This is an optimization exercise on Yosys and OpenROAD, whose aim is small area, a short achievable clock period and few clock cycles per item, not a production implementation.
The RTL was checked by simulation tests, not by an equivalence proof against the original design.
Power is estimated from default activity; no workload was simulated.

### run.sh
#!/bin/bash
# synth_recipe.tcl (not shown) runs the flow's synth.tcl, then flattens the netlist and writes it again
# the make line also repeats each setting of config.mk as NAME=value (left out here)
make -C /OpenROAD-flow-scripts/flow DESIGN_CONFIG=/design/flow/config.mk WORK_HOME=/design/flow/orfs CLKGATE_MAP_FILE= SYNTH_SCRIPT=/design/flow/synth_recipe.tcl finish
### config.mk
export PLATFORM = sky130hd
export DESIGN_NAME = matrix_inverse_4x4
export DESIGN_NICKNAME = matrix_inverse_4x4
export VERILOG_FILES = /design/flow/design.v
export SDC_FILE = /design/flow/constraint.sdc
export NUM_CORES = 4
export LEC_CHECK = 0
export CAP_MARGIN = 20
export CORE_MARGIN = 2
export CORE_UTILIZATION = 40
export SLEW_MARGIN = 20
### constraint.sdc
create_clock -name core_clock -period 10.0 [get_ports {aclk}]
set_input_delay 2.0000 -clock core_clock [delete_from_list [all_inputs] [get_ports {aclk}]]
set_output_delay 2.0000 -clock core_clock [all_outputs]
set_load 0.01 [all_outputs]
### design.v
`timescale 1ns / 1ps
package mi4_pkg;
    localparam int NUM_LANES = 4;
    localparam int NUM_TERMS = 6;
    typedef struct packed {
        logic go_minor;
        logic go_det;
        logic go_div;
    } lane_cmd_t;
endpackage
`timescale 1ns / 1ps
import mi4_pkg::*;
module mi4_lane
#(
    parameter int ELEMENT_BITS  = 16,
    parameter int FRACTION_BITS = 8,
    localparam int DW = 4 * ELEMENT_BITS + 2
) (
    input  logic                           aclk,
    input  logic                           aresetn,
    input  mi4_pkg::lane_cmd_t                   cmd,
    input  logic                           cof_neg,
    input  logic [2:0][ELEMENT_BITS-1:0]  m0,
    input  logic [2:0][ELEMENT_BITS-1:0]  m1,
    input  logic [2:0][ELEMENT_BITS-1:0]  m2,
    input  logic signed [ELEMENT_BITS-1:0] pivot,
    input  logic signed [DW-1:0]           det,
    output logic                           done,
    output logic signed [DW-1:0]           prod,
    output logic signed [ELEMENT_BITS-1:0] quot
);
    localparam int E   = ELEMENT_BITS;
    localparam int CW  = 3 * E + 1;
    localparam int NW  = 3 * E + 2 * FRACTION_BITS;
    localparam int BW  = $clog2(E);
    localparam int NCW = $clog2(NW);
    localparam logic [BW-1:0]  BIT_TOP = BW'(E - 1);
    localparam logic [NCW-1:0] CNT_TOP = NCW'(NW - 1);
    localparam logic [E:0]     LIM_POS = (E + 1)'((64'd1 << (E - 1)) - 64'd1);
    localparam logic [E:0]     LIM_NEG = (E + 1)'(64'd1 << (E - 1));
    localparam logic [2:0]     LAST_TERM = 3'(NUM_TERMS - 1);
    function automatic logic [5:0] perm_cols(input logic [2:0] term);
        logic [5:0] cols;
        case (term)
            3'd0: cols = {2'd2, 2'd1, 2'd0};
            3'd1: cols = {2'd1, 2'd2, 2'd0};
            3'd2: cols = {2'd2, 2'd0, 2'd1};
            3'd3: cols = {2'd0, 2'd2, 2'd1};
            3'd4: cols = {2'd1, 2'd0, 2'd2};
            3'd5: cols = {2'd0, 2'd1, 2'd2};
            default: cols = {2'd2, 2'd1, 2'd0};
        endcase
        perm_cols = cols;
    endfunction
    function automatic logic perm_neg(input logic [2:0] term);
        logic neg;
        case (term)
            3'd1, 3'd2, 3'd5: neg = 1'b1;
            default: neg = 1'b0;
        endcase
        perm_neg = neg;
    endfunction
    typedef enum logic [1:0] {L_IDLE, L_MUL, L_ACC, L_DIV} lane_state_t;
    typedef enum logic [1:0] {MP_AB, MP_C, MP_PIVOT} mul_pass_t;
    lane_state_t           state_reg;
    mul_pass_t             pass_reg;
    logic signed [DW-1:0]  x_reg;
    logic [E-1:0]          y_reg;
    logic [BW-1:0]         bit_reg;
    logic signed [DW-1:0]  acc_reg;
    logic [2:0]            term_reg;
    logic signed [CW-1:0]  sum_reg;
    logic signed [CW-1:0]  cof_reg;
    logic [NW-1:0]         num_reg;
    logic [DW-2:0]         den_reg;
    logic [DW-2:0]         rem_reg;
    logic [E:0]            q_reg;
    logic                  ovf_reg;
    logic                  neg_reg;
    logic [NCW-1:0]        cnt_reg;
    logic                  done_reg;
    logic signed [DW-1:0]  prod_reg;
    logic signed [E-1:0]   quot_reg;
    logic signed [DW-1:0]  mul_add;
    logic signed [DW-1:0]  acc_step;
    logic signed [CW-1:0]  term_acc;
    logic [2:0]            term_sel;
    logic [5:0]            cols;
    logic signed [E-1:0]   a_sel;
    logic signed [E-1:0]   b_sel;
    logic signed [E-1:0]   c_sel;
    logic [CW-1:0]         cof_abs;
    logic [DW-1:0]         det_abs;
    logic [DW-1:0]         rem_sh;
    logic                  div_ge;
    logic [DW-1:0]         rem_sub;
    logic [E:0]            q_next;
    logic                  ovf_next;
    logic signed [E-1:0]   quot_sat;
    always_comb begin
        mul_add = y_reg[bit_reg] ? x_reg : '0;
        if (bit_reg == BIT_TOP) begin
            acc_step = y_reg[E-1] ? -x_reg : '0;
        end else begin
            acc_step = (acc_reg <<< 1) + mul_add;
        end
        term_acc = perm_neg(term_reg) ? sum_reg - CW'(acc_reg) : sum_reg + CW'(acc_reg);
        case (state_reg)
            L_IDLE:  term_sel = 3'd0;
            L_ACC:   term_sel = term_reg + 3'd1;
            default: term_sel = term_reg;
        endcase
        cols  = perm_cols(term_sel);
        a_sel = m0[cols[1:0]];
        b_sel = m1[cols[3:2]];
        c_sel = m2[cols[5:4]];
        cof_abs  = cof_reg[CW-1] ? CW'(-cof_reg) : CW'(cof_reg);
        det_abs  = det[DW-1] ? DW'(-det) : DW'(det);
        rem_sh   = {rem_reg, num_reg[NW-1]};
        div_ge   = rem_sh >= {1'b0, den_reg};
        rem_sub  = div_ge ? rem_sh - {1'b0, den_reg} : rem_sh;
        q_next   = {q_reg[E-1:0], div_ge};
        ovf_next = ovf_reg | q_reg[E];
        if (neg_reg) begin
            if (ovf_next || q_next > LIM_NEG) begin
                quot_sat = E'(LIM_NEG);
            end else begin
                quot_sat = -$signed(q_next[E-1:0]);
            end
        end else begin
            if (ovf_next || q_next > LIM_POS) begin
                quot_sat = E'(LIM_POS);
            end else begin
                quot_sat = $signed(q_next[E-1:0]);
            end
        end
    end
    always_ff @(posedge aclk) begin
        if (!aresetn) begin
            state_reg <= L_IDLE;
            done_reg  <= 1'b0;
        end else begin
            done_reg <= 1'b0;
            case (state_reg)
                L_IDLE: begin
                    if (cmd.go_minor) begin
                        sum_reg   <= '0;
                        term_reg  <= 3'd0;
                        x_reg     <= DW'(a_sel);
                        y_reg     <= b_sel;
                        bit_reg   <= BIT_TOP;
                        pass_reg  <= MP_AB;
                        state_reg <= L_MUL;
                    end else if (cmd.go_det) begin
                        x_reg     <= DW'(cof_reg);
                        y_reg     <= pivot;
                        bit_reg   <= BIT_TOP;
                        pass_reg  <= MP_PIVOT;
                        state_reg <= L_MUL;
                    end else if (cmd.go_div) begin
                        num_reg   <= NW'(cof_abs[3*E-1:0]) << (2 * FRACTION_BITS);
                        den_reg   <= det_abs[DW-2:0];
                        rem_reg   <= '0;
                        q_reg     <= '0;
                        ovf_reg   <= 1'b0;
                        neg_reg   <= cof_reg[CW-1] ^ det[DW-1];
                        cnt_reg   <= CNT_TOP;
                        state_reg <= L_DIV;
                    end
                end
                L_MUL: begin
                    acc_reg <= acc_step;
                    bit_reg <= bit_reg - 1'b1;
                    if (bit_reg == '0) begin
                        case (pass_reg)
                            MP_AB: begin
                                x_reg    <= acc_step;
                                y_reg    <= c_sel;
                                bit_reg  <= BIT_TOP;
                                pass_reg <= MP_C;
                            end
                            MP_C: begin
                                state_reg <= L_ACC;
                            end
                            default: begin
                                prod_reg  <= acc_step;
                                done_reg  <= 1'b1;
                                state_reg <= L_IDLE;
                            end
                        endcase
                    end
                end
                L_ACC: begin
                    if (term_reg == LAST_TERM) begin
                        cof_reg   <= cof_neg ? -term_acc : term_acc;
                        done_reg  <= 1'b1;
                        state_reg <= L_IDLE;
                    end else begin
                        sum_reg   <= term_acc;
                        term_reg  <= term_reg + 3'd1;
                        x_reg     <= DW'(a_sel);
                        y_reg     <= b_sel;
                        bit_reg   <= BIT_TOP;
                        pass_reg  <= MP_AB;
                        state_reg <= L_MUL;
                    end
                end
                L_DIV: begin
                    rem_reg <= rem_sub[DW-2:0];
                    num_reg <= num_reg << 1;
                    q_reg   <= q_next;
                    ovf_reg <= ovf_next;
                    cnt_reg <= cnt_reg - 1'b1;
                    if (cnt_reg == '0) begin
                        quot_reg  <= quot_sat;
                        done_reg  <= 1'b1;
                        state_reg <= L_IDLE;
                    end
                end
                default: state_reg <= L_IDLE;
            endcase
        end
    end
    assign done = done_reg;
    assign prod = prod_reg;
    assign quot = quot_reg;
endmodule
`timescale 1ns / 1ps
import mi4_pkg::*;
module matrix_inverse_4x4
#(
    parameter int ELEMENT_BITS  = 16,
    parameter int FRACTION_BITS = 8,
    localparam int TDW = ((4 * ELEMENT_BITS + 7) / 8) * 8
) (
    input  logic           aclk,
    input  logic           aresetn,
    input  logic           s_tvalid,
    output logic           s_tready,
    input  logic [TDW-1:0] s_tdata,    
    output logic           m_tvalid,
    input  logic           m_tready,
    output logic [TDW-1:0] m_tdata,    
    output logic           m_tlast,    
    output logic [0:0]     m_tuser     
);
    localparam int E  = ELEMENT_BITS;
    localparam int DW = 4 * E + 2;
    localparam logic signed [E-1:0] ONE_VAL = (FRACTION_BITS >= E - 1)
        ? E'((64'd1 << (E - 1)) - 64'd1) : E'(64'd1 << FRACTION_BITS);
    typedef enum logic [2:0] {T_IN, T_MINOR, T_DET, T_SUM, T_DIV, T_OUT} top_state_t;
    top_state_t            state_reg;
    logic [1:0]            beat_reg;
    logic [1:0]            row_reg;
    mi4_pkg::lane_cmd_t    cmd_reg;
    logic [3:0][3:0][E-1:0] mat_reg;
    logic signed [DW-1:0]  det_reg;
    logic                  sing_reg;
    logic                  m_tvalid_reg;
    logic [TDW-1:0]        m_tdata_reg;
    logic                  m_tlast_reg;
    logic                  m_tuser_reg;
    logic [3:0]            lane_done;
    logic [3:0][DW-1:0]    lane_prod;
    logic [3:0][E-1:0]     lane_quot;
    logic signed [DW-1:0]  det_sum;
    logic [TDW-1:0]        out_data;
    logic                  out_free;
    logic [3:0][2:0][E-1:0] lane_r0;
    logic [3:0][2:0][E-1:0] lane_r1;
    logic [3:0][2:0][E-1:0] lane_r2;
    for (genvar c = 0; c < NUM_LANES; c++) begin : g_lane
        for (genvar k = 0; k < 3; k++) begin : g_col
            localparam int MC = (k < c) ? k : k + 1;
            assign lane_r0[c][k] = mat_reg[1][MC];
            assign lane_r1[c][k] = mat_reg[2][MC];
            assign lane_r2[c][k] = mat_reg[3][MC];
        end
        mi4_lane #(
            .ELEMENT_BITS  (ELEMENT_BITS),
            .FRACTION_BITS (FRACTION_BITS)
        ) u_lane (
            .aclk    (aclk),
            .aresetn (aresetn),
            .cmd     (cmd_reg),
            .cof_neg (row_reg[0] ^ 1'(c)),
            .m0      (lane_r0[c]),
            .m1      (lane_r1[c]),
            .m2      (lane_r2[c]),
            .pivot   (mat_reg[0][c]),
            .det     (det_reg),
            .done    (lane_done[c]),
            .prod    (lane_prod[c]),
            .quot    (lane_quot[c])
        );
    end
    always_comb begin
        det_sum  = lane_prod[0] + lane_prod[1] + lane_prod[2] + lane_prod[3];
        out_free = !m_tvalid_reg || m_tready;
        out_data = '0;
        for (int c = 0; c < NUM_LANES; c++) begin
            if (sing_reg) begin
                out_data[c*E +: E] = (row_reg == 2'(c)) ? ONE_VAL : '0;
            end else begin
                out_data[c*E +: E] = lane_quot[c];
            end
        end
    end
    always_ff @(posedge aclk) begin
        if (!aresetn) begin
            state_reg    <= T_IN;
            beat_reg     <= 2'd0;
            row_reg      <= 2'd0;
            cmd_reg      <= '0;
            m_tvalid_reg <= 1'b0;
        end else begin
            cmd_reg <= '0;
            if (m_tvalid_reg && m_tready) begin
                m_tvalid_reg <= 1'b0;
            end
            case (state_reg)
                T_IN: begin
                    if (s_tvalid) begin
                        for (int k = 0; k < 4; k++) begin
                            for (int j = 0; j < 3; j++) begin
                                mat_reg[k][j] <= mat_reg[k][j+1];
                            end
                            mat_reg[k][3] <= s_tdata[k*E +: E];
                        end
                        beat_reg <= beat_reg + 2'd1;
                        if (beat_reg == 2'd3) begin
                            row_reg          <= 2'd0;
                            cmd_reg.go_minor <= 1'b1;
                            state_reg        <= T_MINOR;
                        end
                    end
                end
                T_MINOR: begin
                    if (lane_done[0]) begin
                        if (row_reg == 2'd0) begin
                            cmd_reg.go_det <= 1'b1;
                            state_reg      <= T_DET;
                        end else if (sing_reg) begin
                            state_reg <= T_OUT;
                        end else begin
                            cmd_reg.go_div <= 1'b1;
                            state_reg      <= T_DIV;
                        end
                    end
                end
                T_DET: begin
                    if (lane_done[0]) begin
                        state_reg <= T_SUM;
                    end
                end
                T_SUM: begin
                    det_reg  <= det_sum;
                    sing_reg <= (det_sum == '0);
                    if (det_sum == '0) begin
                        state_reg <= T_OUT;
                    end else begin
                        cmd_reg.go_div <= 1'b1;
                        state_reg      <= T_DIV;
                    end
                end
                T_DIV: begin
                    if (lane_done[0]) begin
                        state_reg <= T_OUT;
                    end
                end
                T_OUT: begin
                    if (out_free) begin
                        m_tdata_reg  <= out_data;
                        m_tlast_reg  <= (row_reg == 2'd3);
                        m_tuser_reg  <= sing_reg;
                        m_tvalid_reg <= 1'b1;
                        if (row_reg == 2'd3) begin
                            state_reg <= T_IN;
                        end else begin
                            mat_reg <= {mat_reg[0], mat_reg[3], mat_reg[2], mat_reg[1]};
                            row_reg          <= row_reg + 2'd1;
                            cmd_reg.go_minor <= 1'b1;
                            state_reg        <= T_MINOR;
                        end
                    end
                end
                default: state_reg <= T_IN;
            endcase
        end
    end
    assign s_tready   = (state_reg == T_IN);
    assign m_tvalid   = m_tvalid_reg;
    assign m_tdata    = m_tdata_reg;
    assign m_tlast    = m_tlast_reg;
    assign m_tuser[0] = m_tuser_reg;
endmodule
==> flow_results.xml <==
<?xml version="1.0" encoding="UTF-8"?>
<metrics>
  <group name="synthesis">
    <metric name="synth.avg_cell_area" unit="sq um">9.643</metric>
    <metric name="ffs_w_async_s_r_synth" unit="">0</metric>
    <metric name="postSynthRegisterBits" unit="">2565</metric>
    <metric name="synth-edff-count" unit="">2545</metric>
    <metric name="library_cells_used_by_synthesis" unit="">130</metric>
    <metric name="yosys_warnings" unit="">2</metric>
    <metric name="synth.net_count" unit="">19030</metric>
    <metric name="synth_area" unit="sq mm">0.1733</metric>
    <metric name="post_synth_inst_count" unit="">17970</metric>
    <metric name="synth-main-ff-cell" unit="">sky130_fd_sc_hd__edfxtp_1</metric>
    <metric name="ys_seq_area_frac" unit="">0.4434</metric>
  </group>
  <group name="drt">
    <metric name="drc" unit="">0</metric>
    <metric name="drt-initial-drc-count" unit="">15730</metric>
    <metric name="ratio_of_routed_vias_to_standard_cells" unit="">5.961</metric>
    <metric name="detailedRoute.firstPassIterationCount" unit="">6</metric>
    <metric name="detailroute.via_count" unit="">141600</metric>
    <metric name="route.antenna.remaining_nets" unit="">0</metric>
    <metric name="routed_wire_length_per_instance" unit="microns">25.15</metric>
    <metric name="wirelength" unit="microns">597800</metric>
  </group>
  <group name="outcome">
    <metric name="status" unit="">complete, no violations</metric>
  </group>
  <group name="clock_tree">
    <metric name="clkLatencyLatePin" unit="ns">1.00</metric>
    <metric name="cts_made_buffers" unit="">312</metric>
    <metric name="cts_num_sinks" unit="">2565</metric>
    <metric name="cts_htree_levels" unit="">5</metric>
    <metric name="post_cts_resize_count" unit="">0</metric>
    <metric name="cts_setup_buffers" unit="">0</metric>
    <metric name="cts_hold_buf" unit="">0</metric>
    <metric name="cts_tree" unit="">done</metric>
    <metric name="cts_root_buf" unit="">sky130_fd_sc_hd__clkbuf_16</metric>
    <metric name="clk_path_buf_depth" unit="">4</metric>
    <metric name="clk_pin_slew_worst_paths" unit="ns">0.06</metric>
  </group>
  <group name="layout">
    <metric name="num-nets-final" unit="">18830</metric>
    <metric name="final_design_area_no_fill" unit="sq mm">0.1915</metric>
    <metric name="flow.area_growth_from_synthesis" unit="%">10.51</metric>
    <metric name="share_of_post_route_cells_with_drive_strength_above_1" unit="">0.05930</metric>
  </group>
  <group name="critical_path">
    <metric name="r2r_start" unit="">g_lane[0].u_lane.acc_reg[1]$_DFFE_PP_</metric>
    <metric name="critical-path-top-delay-family" unit="">simple AND/OR/NAND/NOR gates</metric>
    <metric name="crit_path_max_fanout" unit="">8</metric>
    <metric name="setup.worst_path.class" unit="">flip-flop to flip-flop</metric>
    <metric name="worst-r2r-setup-slack" unit="ns">2.39</metric>
    <metric name="worstSetupEndpointType" unit="">flip-flop</metric>
    <metric name="timing.rr.end" unit="">g_lane[0].u_lane.cof_reg[48]$_DFFE_PP_</metric>
    <metric name="path_buf_inv" unit="">2</metric>
    <metric name="r2r_cells" unit="">22</metric>
    <metric name="critical_path.max_stage_delay" unit="ns">0.75</metric>
    <metric name="cp-start-kind" unit="">flip-flop</metric>
    <metric name="slowest_stage_cell_crit_path" unit="">sky130_fd_sc_hd__nor4_1</metric>
    <metric name="critical_path_arrival" unit="ns">8.31</metric>
    <metric name="worst_ep_required_time" unit="ns">10.70</metric>
    <metric name="path_cells" unit="">inv_1 &gt; ha_1 &gt; or3b_2 &gt; nor3_1 &gt; nand2_1 &gt; nor4_1 &gt; nand2_1 &gt; o41ai_1 &gt; xor2_1 &gt; ha_1 &gt; inv_1 &gt; nor3_1 &gt; o21a_1 &gt; nor2b_1 &gt; a211oi_1 &gt; o21ai_0 &gt; a221oi_1 &gt; nand4_1 &gt; nor4_2 &gt; nand3_1 &gt; o41ai_2 &gt; xnor2_1</metric>
  </group>
  <group name="pwr">
    <metric name="p_sw" unit="W">0.02103</metric>
    <metric name="intPower" unit="W">0.02887</metric>
    <metric name="comb_power_share" unit="">0.463</metric>
    <metric name="pwr_density_cell" unit="mW/mm^2">260.6</metric>
    <metric name="total_leakage_power" unit="nW">71.76</metric>
    <metric name="swShare" unit="">0.4215</metric>
    <metric name="p_clk_frac" unit="">0.237</metric>
    <metric name="worst_ir_drop_vdd" unit="mV">0.2273</metric>
    <metric name="seq_power_share" unit="">0.300</metric>
  </group>
  <group name="sta">
    <metric name="grt_setup_unrepaired" unit="">no</metric>
    <metric name="worst_pin_slew" unit="ns">1.328</metric>
    <metric name="fin_crit" unit="ns">7.610</metric>
    <metric name="final.setup_skew" unit="ns">0.09300</metric>
    <metric name="final-hold-violation-count" unit="">0</metric>
    <metric name="total_neg_setup_slack" unit="ns">0</metric>
    <metric name="maxSlewViolCount" unit="">0</metric>
    <metric name="final.period_utilization" unit="">0.7610</metric>
    <metric name="timing.fmax" unit="GHz">0.1314</metric>
    <metric name="slew_headroom" unit="">0.1121</metric>
    <metric name="setup_violations" unit="">0</metric>
  </group>
  <group name="worst_hold_path">
    <metric name="worstHoldStart" unit="">beat_reg[1]$_SDFFE_PN0P_</metric>
    <metric name="hold-path-endpoint" unit="">beat_reg[1]$_SDFFE_PN0P_</metric>
    <metric name="worstHoldPathCells" unit="">2</metric>
    <metric name="hold_class" unit="">flip-flop to flip-flop</metric>
  </group>
  <group name="floorplan">
    <metric name="floorplan.rows" unit="">241</metric>
    <metric name="initial_core_util" unit="">0.4018</metric>
    <metric name="design.core.area" unit="sq mm">0.4312</metric>
    <metric name="design.portCount" unit="">136</metric>
    <metric name="design.die.area" unit="sq mm">0.4384</metric>
    <metric name="fp.dieH" unit="microns">662.2</metric>
    <metric name="die_x" unit="microns">662.2</metric>
  </group>
  <group name="grt">
    <metric name="grtUsageTotal" unit="">0.2641</metric>
    <metric name="grt_start_max_net_pins" unit="">163</metric>
    <metric name="gr-total-overflow" unit="">0</metric>
    <metric name="grt_pass1_vias" unit="">132800</metric>
    <metric name="wire_length_of_the_first_global_routing_pass" unit="microns">878700</metric>
    <metric name="grt_antenna_before_repair" unit="">52</metric>
  </group>
  <group name="placed_design">
    <metric name="gp_routability_congestion" unit="">0.9714</metric>
    <metric name="numPortBuffers" unit="">135</metric>
    <metric name="placed_area" unit="sq mm">0.1810</metric>
    <metric name="hpwl" unit="microns">439500</metric>
  </group>
  <group name="flow_run">
    <metric name="max-cap-violations" unit="">0</metric>
  </group>
</metrics>
through the flow:
step	power, W	hold WS, ns	setup WS (ns)	utilization	cells
finish	0.04991	0.4693	2.390	0.4441	23760
global route	0.05230	0.5063	1.521	0.4439	23740
CTS	0.04966	0.4660	2.362	0.4438	23740
detailed placement	0.03772	0.4576	2.418	0.4196	23170
global placement	0.03761	0.4476	2.450	0.4196	23170
floorplan	0.03049	0.4400	0.06237	-	17970
cells in the mapped netlist, types with 27 or more instances:
cell type	number	share of area
sky130_fd_sc_hd__nor3b_1	40	0.0017
sky130_fd_sc_hd__a21boi_0	38	0.0016
sky130_fd_sc_hd__a22oi_1	80	0.0035
sky130_fd_sc_hd__nor3_1	390	0.011
sky130_fd_sc_hd__inv_1	638	0.014
sky130_fd_sc_hd__or3_1	187	0.0068
sky130_fd_sc_hd__nand3_1	287	0.0083
sky130_fd_sc_hd__a21oi_1	1447	0.042
sky130_fd_sc_hd__o21ai_1	33	0.00095
sky130_fd_sc_hd__o31a_1	36	0.0018
sky130_fd_sc_hd__a21o_1	585	0.025
sky130_fd_sc_hd__o221ai_1	40	0.0020
sky130_fd_sc_hd__nor2b_1	172	0.0062
sky130_fd_sc_hd__nand3b_1	30	0.0013
sky130_fd_sc_hd__o21ai_0	1080	0.031
sky130_fd_sc_hd__o31ai_1	200	0.0087
sky130_fd_sc_hd__and3_1	137	0.0049
sky130_fd_sc_hd__buf_1	47	0.0010
sky130_fd_sc_hd__or4_1	112	0.0049
sky130_fd_sc_hd__o2111ai_1	27	0.0014
sky130_fd_sc_hd__a31oi_1	149	0.0054
sky130_fd_sc_hd__a211o_1	32	0.0016
sky130_fd_sc_hd__a221o_1	159	0.0092
sky130_fd_sc_hd__a211oi_1	186	0.0081
sky130_fd_sc_hd__fa_1	142	0.016
sky130_fd_sc_hd__mux2i_1	174	0.010
sky130_fd_sc_hd__clkbuf_1	811	0.018
sky130_fd_sc_hd__xnor2_1	831	0.042
sky130_fd_sc_hd__nor2_1	1062	0.023
sky130_fd_sc_hd__o41ai_1	68	0.0034
sky130_fd_sc_hd__o22ai_1	174	0.0063
sky130_fd_sc_hd__o211ai_1	78	0.0034
sky130_fd_sc_hd__a22o_1	43	0.0022
sky130_fd_sc_hd__or2_2	66	0.0024
sky130_fd_sc_hd__nand2_1	2540	0.055
sky130_fd_sc_hd__nand4_1	214	0.0077
sky130_fd_sc_hd__edfxtp_1	2545	0.44
sky130_fd_sc_hd__nand2b_1	141	0.0051
sky130_fd_sc_hd__o21a_1	110	0.0048
sky130_fd_sc_hd__nor4_1	129	0.0047
sky130_fd_sc_hd__o21bai_1	154	0.0067
sky130_fd_sc_hd__and2_1	497	0.018
sky130_fd_sc_hd__ha_1	846	0.061
sky130_fd_sc_hd__xor2_1	683	0.035
metal layers:
metal,share of wire,vias to the layer above,track usage
li1,-,65800,-
met1,0.42,69040,0.3547
met2,0.45,5619,0.4219
met3,0.077,1146,0.03983
met4,0.049,34,0.1176
met5,0.00047,-,0
worst max path at each step:
stage                                     startpoint                                        end  slack, ns  depth (start not counted)
3_3_place_gp   g_lane[0].u_lane.acc_reg[1]$_DFFE_PP_     g_lane[0].u_lane.cof_reg[44]$_DFFE_PP_       2.45                         22
4_1_cts        g_lane[0].u_lane.acc_reg[1]$_DFFE_PP_     g_lane[0].u_lane.cof_reg[48]$_DFFE_PP_       2.36                         22
2_1_floorplan                                aresetn  g_lane[1].u_lane.cnt_reg[0]$_SDFFCE_PN1P_       0.06                          4
6_report       g_lane[0].u_lane.acc_reg[1]$_DFFE_PP_     g_lane[0].u_lane.cof_reg[48]$_DFFE_PP_       2.39                         22
5_1_grt        g_lane[0].u_lane.acc_reg[1]$_DFFE_PP_     g_lane[0].u_lane.cof_reg[42]$_DFFE_PP_       1.52                         22
3_5_place_dp   g_lane[0].u_lane.acc_reg[1]$_DFFE_PP_     g_lane[0].u_lane.cof_reg[42]$_DFFE_PP_       2.42                         22
power groups by stage:
stage          Sequential [W]  Combinational (W)  Clock [W]
2_1_floorplan          0.0148             0.0157          0
4_1_cts                0.0149             0.0227     0.0120
5_1_grt                0.0150             0.0249     0.0124
6_report               0.0150             0.0231     0.0119
3_5_place_dp           0.0152             0.0226          0
3_3_place_gp           0.0151             0.0225          0
worst reg2reg max path, cell delays in order, from the launching register on:
cell and delay, ns:
sky130_fd_sc_hd__edfxtp_1 0.44, sky130_fd_sc_hd__inv_1 0.13, sky130_fd_sc_hd__ha_1 0.18, sky130_fd_sc_hd__or3b_2 0.47, sky130_fd_sc_hd__nor3_1 0.45, sky130_fd_sc_hd__nand2_1 0.13
sky130_fd_sc_hd__nor4_1 0.75, sky130_fd_sc_hd__nand2_1 0.22, sky130_fd_sc_hd__o41ai_1 0.35, sky130_fd_sc_hd__xor2_1 0.15, sky130_fd_sc_hd__ha_1 0.44, sky130_fd_sc_hd__inv_1 0.11
sky130_fd_sc_hd__nor3_1 0.58, sky130_fd_sc_hd__o21a_1 0.23, sky130_fd_sc_hd__nor2b_1 0.06, sky130_fd_sc_hd__a211oi_1 0.53, sky130_fd_sc_hd__o21ai_0 0.24, sky130_fd_sc_hd__a221oi_1 0.43
sky130_fd_sc_hd__nand4_1 0.24, sky130_fd_sc_hd__nor4_2 0.48, sky130_fd_sc_hd__nand3_1 0.29, sky130_fd_sc_hd__o41ai_2 0.32, sky130_fd_sc_hd__xnor2_1 0.11
cell families (layout without fill, tap and decap cells):
logic type / count (synthesis) / after routing / synth area share
multiplexers: 220 / 220 / 0.01434
XOR/XNOR: 1515 / 1515 / 0.07662
other: 0 / 27 / 0
AO/OA/AOI/OAI: 4995 / 4995 / 0.1846
flip-flops: 2565 / 2565 / 0.4434
AND/OR/NAND/NOR: 6160 / 6160 / 0.1699
buffers and inverters: 1526 / 1583 / 0.03365
adder cells (fa/ha/maj): 988 / 988 / 0.07750
final cells by class:
type                    instances  area, sq um
multi-input cells           13880        91400
inverters                     643         2415
well taps                    5710         7144
fillers                     41030       239700
flip-flops and latches       2565        76830
diodes                         27        67.56
repair buffers                378         3228
clock buffers                 371         8143
clock inverters               191         2258
cells in the final DEF, fill, tap and decap left out, types with 141 or more instances in the layout:
cell type	instances
sky130_fd_sc_hd__a211oi_1	186
sky130_fd_sc_hd__o22ai_1	171
sky130_fd_sc_hd__xnor2_1	804
sky130_fd_sc_hd__nand4_1	214
sky130_fd_sc_hd__or3_1	186
sky130_fd_sc_hd__nor3_1	384
sky130_fd_sc_hd__a31oi_1	149
sky130_fd_sc_hd__o21bai_1	154
sky130_fd_sc_hd__nand3_1	287
sky130_fd_sc_hd__buf_4	239
sky130_fd_sc_hd__clkbuf_16	315
sky130_fd_sc_hd__inv_1	630
sky130_fd_sc_hd__a221o_1	159
sky130_fd_sc_hd__fa_1	142
sky130_fd_sc_hd__nor2_1	1037
sky130_fd_sc_hd__o31ai_1	200
sky130_fd_sc_hd__edfxtp_1	2545
sky130_fd_sc_hd__and2_1	488
sky130_fd_sc_hd__xor2_1	675
sky130_fd_sc_hd__a21o_1	585
sky130_fd_sc_hd__nand2b_1	141
sky130_fd_sc_hd__o21ai_0	1068
sky130_fd_sc_hd__nand2_1	2534
sky130_fd_sc_hd__mux2i_1	172
sky130_fd_sc_hd__ha_1	842
sky130_fd_sc_hd__nor2b_1	166
sky130_fd_sc_hd__a21oi_1	1437
Testbench counts, summed over its fixed seeds: cycles 103,160, items 96.

## static timing again, ports no longer ideal
Ports are ideal in the flow. The routed layout listed here was re-timed in OpenROAD. Step 1, drivers: a clkbuf_16 drives aclk and a buf_2 each remaining input, both assumed. Step 2 adds t to the input delays and takes it off the output delays; t is the mean of the earliest and latest rising clock arrival at the registers after step 1. Input paths then give back, and output paths get back, about the clock's delay inside the block. Three values: ideal, step 1, step 2; two values: the first two.
t, ns: 1.073
slack for setup (ns): 2.390 / 2.390 / 2.390
slew at the worst register clock pin (ns): 0.07 / 0.07
After both steps this run still meets setup and hold. The setup slack of this run moves by 0.000 ns with the drivers and by 0.000 ns with both steps.
